Context: an optimization exercise on an open-source flow, tuned for small area, a short achievable clock period and few clock cycles per item. The choices shown serve that exercise and are no tape-out recipe. RTL that was checked went through simulation tests only; none was proved equivalent to the original.

==> build 26: inputs <==
// ekf_top
module ekf_top (
    input  logic        clk,
    input  logic        n_rst,
    input  logic        meas_req,
    input  logic [29:0] meas,
    output logic        meas_ack,
    output logic        result_req,
    output logic [47:0] result,
    input  logic        result_ack
);
==> flow/config.mk <==
export PLATFORM = sky130hd
export DESIGN_NAME = ekf_top
export DESIGN_NICKNAME = ekf_top
export VERILOG_FILES = /design/flow/design.v
export SDC_FILE = /design/flow/constraint.sdc
export NUM_CORES = 4
export LEC_CHECK = 0
export CAP_MARGIN = 20
export CORE_MARGIN = 2
export CORE_UTILIZATION = 50
export SLEW_MARGIN = 20
export SYNTH_HIERARCHICAL = 1
export SYNTH_MINIMUM_KEEP_SIZE = 0
==> flow/constraint.sdc <==
create_clock -name core_clock -period 22.0 [get_ports {clk}]
set_input_delay 4.4000 -clock core_clock [delete_from_list [all_inputs] [get_ports {clk}]]
set_output_delay 4.4000 -clock core_clock [all_outputs]
set_load 0.01 [all_outputs]
run.sh (not shown) runs the stock make flow with config.mk's settings and CLKGATE_MAP_FILE= SYNTH_SCRIPT=/design/flow/synth_recipe.tcl, a recipe that flattens the netlist after the stock synthesis.
==> trial 53: changes against build 26 <==
--- a/flow/config.mk
+++ b/flow/config.mk
@@ -7,6 +7,6 @@
 export LEC_CHECK = 0
-export CAP_MARGIN = 20
+export CAP_MARGIN = 80
 export CORE_MARGIN = 2
 export CORE_UTILIZATION = 50
-export SLEW_MARGIN = 20
+export SLEW_MARGIN = 80
 export SYNTH_HIERARCHICAL = 1
==> summary.txt <==
Minimum clock period after layout: build 26 9.20 ns; trial 53 9.27 ns
Total non-filler cell area in the finished layout: build 26 0.0253 mm^2; trial 53 0.0286 mm^2
Net count reported at finish: build 26 3074; trial 53 3157
Share of the clock period used by the worst path: build 26 41.8%; trial 53 42.1%
Met2 GRT Util: build 26 61.4%; trial 53 63.5%
Layout-stage area growth over the synthesis result: build 26 8.72%; trial 53 22.7%
Run status: build 26 complete, no violations; trial 53 complete, no violations
Worst Setup Slack post-DPL: build 26 13.02 ns; trial 53 12.98 ns
Overall routed net length: build 26 95.0 mm; trial 53 96.8 mm
Top fanout value on the critical path: build 26 44; trial 53 23
Worst path bufs/invs: build 26 3; trial 53 14
Worst setup skew after layout: build 26 0.0181 ns; trial 53 0.0105 ns
First DRT Iteration DRCs: build 26 2464; trial 53 2287
Via density per instance: build 26 6.59; trial 53 6.59
Multi-input gate area in the final layout: build 26 0.0185 mm^2; trial 53 0.0205 mm^2
Function was not checked in any run of this note: the RTL went through the layout flow alone.

---

==> build 78 <==
ekf_top, a different RTL version from the one above (not shown whole).
Settings: LEC_CHECK=0, CAP_MARGIN=20, CORE_MARGIN=2, CORE_UTILIZATION=50, SLEW_MARGIN=20, SYNTH_HIERARCHICAL=1, SYNTH_MINIMUM_KEEP_SIZE=0, TNS_END_PERCENT=50; clock period 22.0 ns.
standard.sh (not shown) runs the stock make flow with config.mk's settings and CLKGATE_MAP_FILE= SYNTH_SCRIPT=/design/flow/synth_recipe.tcl, a recipe that flattens the netlist after the stock synthesis.
==> flow/flow/run.sh <==
#!/bin/bash
# the standard flow, with timing repair aiming 16.5 ns below the clock period
bash standard.sh SETUP_SLACK_MARGIN=16.5 finish > standard.log 2>&1
==> build 39 (differences from build 78) <==
--- a/flow/design.v
+++ b/flow/design.v
@@ -2158,29 +2158,29 @@
     logic ts897, tc898;
     ekf_fa u_ts897 (pb512, pb359, pb429, ts897, tc898);
     logic ts899, tc900;
     ekf_fa u_ts899 (tc890, ts897, tc892, ts899, tc900);
     logic ts901, tc902;
     ekf_ha u_ts901 (tc894, ts899, ts901, tc902);
-    logic [22-1:0]  la, lb;
-    logic [22:0]    lsum;
-    logic [25-1:0] ms, mc, rsum;
+    logic [23-1:0]  la, lb;
+    logic [23:0]    lsum;
+    logic [24-1:0] ms, mc, rsum;
     logic            mcin;
-    assign la   = {tc250, tc222, tc198, tc178, ts175, tc140, tc124, tc108, tc92, tc78, tc64, ts61, tc40, ts37, ts27, ts17, ts9, ts3, pb2, pb1, pb0, pb478};
-    assign lb   = {ts279, ts249, ts221, ts197, ts177, ts157, ts139, ts123, ts107, ts91, ts77, ts63, ts51, ts39, ts29, ts19, ts11, ts5, ts1, 1'b0, pb479, 1'b0};
+    assign la   = {tc280, tc250, tc222, tc198, tc178, ts175, tc140, tc124, tc108, tc92, tc78, tc64, ts61, tc40, ts37, ts27, ts17, ts9, ts3, pb2, pb1, pb0, pb478};
+    assign lb   = {ts311, ts279, ts249, ts221, ts197, ts177, ts157, ts139, ts123, ts107, ts91, ts77, ts63, ts51, ts39, ts29, ts19, ts11, ts5, ts1, 1'b0, pb479, 1'b0};
     assign lsum = la + lb;
     always_ff @(posedge clk) begin
         if (s1 || s2) begin
-            ms   <= {tc896, tc888, tc878, tc866, tc850, tc832, tc812, tc790, tc768, tc746, tc722, tc698, tc672, tc646, tc618, tc590, tc560, tc528, tc494, tc458, tc422, tc386, tc348, ts345, tc280};
-            mc   <= {ts901, ts895, ts887, ts877, ts865, ts849, ts831, ts811, ts789, ts767, ts745, ts721, ts697, ts671, ts645, ts617, ts589, ts559, ts527, ts493, ts457, ts421, ts385, ts347, ts311};
-            mcin <= lsum[22];
+            ms   <= {tc896, tc888, tc878, tc866, tc850, tc832, tc812, tc790, tc768, tc746, tc722, tc698, tc672, tc646, tc618, tc590, tc560, tc528, tc494, tc458, tc422, tc386, tc348, ts345};
+            mc   <= {ts901, ts895, ts887, ts877, ts865, ts849, ts831, ts811, ts789, ts767, ts745, ts721, ts697, ts671, ts645, ts617, ts589, ts559, ts527, ts493, ts457, ts421, ts385, ts347};
+            mcin <= lsum[23];
         end
     end
     assign rsum   = ms + mc + mcin;
-    assign vrc_pr = rsum[46-22:23-22];
-    assign e      = rsum[45-22:22-22];
+    assign vrc_pr = rsum[46-23:23-23];
+    assign e      = {rsum[45-23:0], 1'b0};    
     localparam logic [23:0] soc_flip = 24'sh640000;
     logic [23:0] soc_r;
     assign soc = soc_r ^ soc_flip;
     always_ff @(posedge clk or negedge n_rst) begin
         if (!n_rst) begin
             soc_r <= '0;
CTS_CLUSTER_DIAMETER = 60   (was not set)
CTS_CLUSTER_SIZE = 30   (was not set)
TNS_END_PERCENT = not set   (was 50)
==> build 87 (differences from build 78) <==
--- a/flow/design.v
+++ b/flow/design.v
@@ -2158,29 +2158,29 @@
     logic ts897, tc898;
     ekf_fa u_ts897 (pb512, pb359, pb429, ts897, tc898);
     logic ts899, tc900;
     ekf_fa u_ts899 (tc890, ts897, tc892, ts899, tc900);
     logic ts901, tc902;
     ekf_ha u_ts901 (tc894, ts899, ts901, tc902);
-    logic [22-1:0]  la, lb;
-    logic [22:0]    lsum;
-    logic [25-1:0] ms, mc, rsum;
+    logic [23-1:0]  la, lb;
+    logic [23:0]    lsum;
+    logic [24-1:0] ms, mc, rsum;
     logic            mcin;
-    assign la   = {tc250, tc222, tc198, tc178, ts175, tc140, tc124, tc108, tc92, tc78, tc64, ts61, tc40, ts37, ts27, ts17, ts9, ts3, pb2, pb1, pb0, pb478};
-    assign lb   = {ts279, ts249, ts221, ts197, ts177, ts157, ts139, ts123, ts107, ts91, ts77, ts63, ts51, ts39, ts29, ts19, ts11, ts5, ts1, 1'b0, pb479, 1'b0};
+    assign la   = {tc280, tc250, tc222, tc198, tc178, ts175, tc140, tc124, tc108, tc92, tc78, tc64, ts61, tc40, ts37, ts27, ts17, ts9, ts3, pb2, pb1, pb0, pb478};
+    assign lb   = {ts311, ts279, ts249, ts221, ts197, ts177, ts157, ts139, ts123, ts107, ts91, ts77, ts63, ts51, ts39, ts29, ts19, ts11, ts5, ts1, 1'b0, pb479, 1'b0};
     assign lsum = la + lb;
     always_ff @(posedge clk) begin
         if (s1 || s2) begin
-            ms   <= {tc896, tc888, tc878, tc866, tc850, tc832, tc812, tc790, tc768, tc746, tc722, tc698, tc672, tc646, tc618, tc590, tc560, tc528, tc494, tc458, tc422, tc386, tc348, ts345, tc280};
-            mc   <= {ts901, ts895, ts887, ts877, ts865, ts849, ts831, ts811, ts789, ts767, ts745, ts721, ts697, ts671, ts645, ts617, ts589, ts559, ts527, ts493, ts457, ts421, ts385, ts347, ts311};
-            mcin <= lsum[22];
+            ms   <= {tc896, tc888, tc878, tc866, tc850, tc832, tc812, tc790, tc768, tc746, tc722, tc698, tc672, tc646, tc618, tc590, tc560, tc528, tc494, tc458, tc422, tc386, tc348, ts345};
+            mc   <= {ts901, ts895, ts887, ts877, ts865, ts849, ts831, ts811, ts789, ts767, ts745, ts721, ts697, ts671, ts645, ts617, ts589, ts559, ts527, ts493, ts457, ts421, ts385, ts347};
+            mcin <= lsum[23];
         end
     end
     assign rsum   = ms + mc + mcin;
-    assign vrc_pr = rsum[46-22:23-22];
-    assign e      = rsum[45-22:22-22];
+    assign vrc_pr = rsum[46-23:23-23];
+    assign e      = {rsum[45-23:0], 1'b0};    
     localparam logic [23:0] soc_flip = 24'sh640000;
     logic [23:0] soc_r;
     assign soc = soc_r ^ soc_flip;
     always_ff @(posedge clk or negedge n_rst) begin
         if (!n_rst) begin
             soc_r <= '0;
CORE_UTILIZATION = 60   (was 50)
PLACE_DENSITY = 0.8   (was not set)
TNS_END_PERCENT = not set   (was 50)
==> build 3 (differences from build 78) <==
--- a/flow/design.v
+++ b/flow/design.v
@@ -62,15 +62,15 @@
     logic signed [23:0] c_v;
     assign c_init = cap[29];
     assign ti     = cap[28:24];
     assign c_v    = cap[23:0];
     logic signed [23:0] s_src;
     logic               tsel;         
-    assign s_src = (c_init && !s3) ? 24'sh640000 : soc;
+    assign s_src = c_init ? 24'sh640000 : soc;
     assign tsel  = !c_init && (soc[23] || !(soc[22] || soc[21]));
-    logic signed [23:0] c1;
+    logic [23:0] c1;
     always_comb begin
         case ({tsel, ti})
             6'd32: c1 = 24'h0;
             6'd33: c1 = 24'hfffe8c;
             6'd34: c1 = 24'hfffd18;
             6'd35: c1 = 24'hfffba5;
@@ -134,22 +134,20 @@
             6'd29: c1 = 24'h2b89;
             6'd30: c1 = 24'h1d06;
             6'd31: c1 = 24'he83;
             default: c1 = '0;
         endcase
     end
-    logic signed [23:0] soc_p_n, add_b;
-    logic signed [23:0] vrc_pr, e;        
+    logic signed [23:0] soc_p_n;
     logic signed [7:0]  p_int;
     logic               blo_n, bhi_n;
-    assign add_b   = s3 ? (e >>> 1) : c1;
-    assign soc_p_n = s_src + add_b;
+    assign soc_p_n = s_src + c1;
     assign p_int   = soc_p_n[23:16];
     assign blo_n   = p_int < 8'sd20;
     assign bhi_n   = p_int > 8'sd95;
-    logic signed [23:0] soc_n;
+    logic signed [23:0] soc_n, vrc_n;
     logic               tsel_n;
     logic [9-1:0]   cf_d, cf;
     logic               cf_e2;
     logic signed [23:0] xx;
     assign xx     = vrc;
     assign tsel_n = wr ? (soc_n[23] || !(soc_n[22] || soc_n[21]))
@@ -166,12 +164,13 @@
     assign cf_e2   = !(cf[0] || cf[1] || cf[2]);
     always_ff @(posedge clk) begin
         cf <= cf_d;
     end
     logic [23:0] vrow;
     logic [20:0] qrow;
+    logic signed [23:0] vrc_pr, e;
     logic [24-1:0]  rp, rn;       
     logic [24-1:0] icp, icn;     
     logic [23:0]        xn;
     logic [4:0]         tin;
     logic [2:0]         m3;           
     assign xn   = ~xx;
@@ -2187,17 +2186,20 @@
             vrc   <= 24'sh000000;
         end else begin
             if (wr)
                 soc_r <= soc_n ^ soc_flip;
             else if (s2)
                 soc_r <= vrc_pr ^ soc_flip;
-            if (wr || leave1)
+            if (wr)
+                vrc <= vrc_n;
+            else if (leave1)
                 vrc <= soc_p_n;
         end
     end
     assign soc_n = vrc + (e >>> 3);
+    assign vrc_n = soc + (e >>> 1);
     assign result = {soc, vrc};
 endmodule
 module ekf_fa (
     input  logic a,
     input  logic b,
     input  logic c,
TNS_END_PERCENT = not set   (was 50)
==> summary.txt <==
quantity	build 87	build 78	build 39	build 3
Core Box Area	37490 sq um	45190 sq um	45190 sq um	47550 sq um
Endpoint of the lowest-slack register-to-register path	mcin$_DFFE_PP_	rn[11]$_DFF_P_	mcin$_DFFE_PP_	rn[11]$_DFF_P_
Outcome	finished clean	finished clean	finished clean	finished clean
Area enclosed by the die boundary	39520 sq um	47310 sq um	47260 sq um	49740 sq um
Number of antenna violations at the first check in global routing	0	0	0	1
CTS clock-pin slew for the worst setup and hold paths	0.08 ns	0.07 ns	0.07 ns	0.08 ns
Reg-to-reg startpoint	cf[2]$_DFF_P_	mc[0]$_DFFE_PP_	cf[0]$_DFF_P_	mc[10]$_DFFE_PP_
Global-route wire length before repair	112300 um	116900 um	116400 um	124400 um
Instance area after placement	23930 sq um	24050 sq um	24070 sq um	25310 sq um
Number of setup buffers added after CTS	40	66	36	49
Instance count on the critical path	2	1	2	2
Min cycle time layout	5.543 ns	5.593 ns	5.531 ns	5.563 ns
Slew headroom	31.61%	36.80%	34.87%	23.84%
Simple-gate area share of the yosys netlist	14.36%	14.51%	14.36%	14.52%
Number of placed cells counting well taps	2768	2843	2862	3027
Sequential Area	4218 sq um	4272 sq um	4198 sq um	4298 sq um
Testbench counts of build 78, summed over its fixed seeds: cycles 6,160, items 2,048.
Testbench counts of build 39, summed over its fixed seeds: cycles 6,160, items 2,048.
Testbench counts of build 87, summed over its fixed seeds: cycles 6,160, items 2,048.
Only the layout flow was run in build 3; the RTL was not checked for function there.

==> what the ideal ports hide <==
No port has a modelled driver above. Below, the same layouts with a new extraction and two added sets of constraints. Step 1 assumes that a clkbuf_16 drives the clock port and a buf_2 every other input. Step 2 times the ports against the registers' clock, not the clock port: input delays grow and output delays shrink by t, the midpoint of the rising clock arrivals with the driver on. a / b / c = no drivers / after step 1 / after step 2; a / b = the first two.
run	t, ns	setup WS [ns]	worst setup path after step 2	worst slew at a driven data input, ns	cell pins on the clock port's net
build 26	0.534	12.802 / 12.802 / 12.802	register to register	0.09	1
trial 53	0.541	12.734 / 12.734 / 12.734	register to register	0.10	1
build 78	0.551	16.407 / 16.349 / 15.900	input to register	0.06	1
build 39	0.542	16.469 / 16.408 / 16.033	input to register	0.04	1
build 87	0.533	16.457 / 16.405 / 16.036	input to register	0.04	1
build 3	0.555	16.437 / 16.380 / 16.061	input to register	0.06	1
After both steps every run listed still meets setup and hold. For build 78, which loses most, drivers alone change the setup slack by -0.058 ns; drivers and shift together by -0.507 ns.
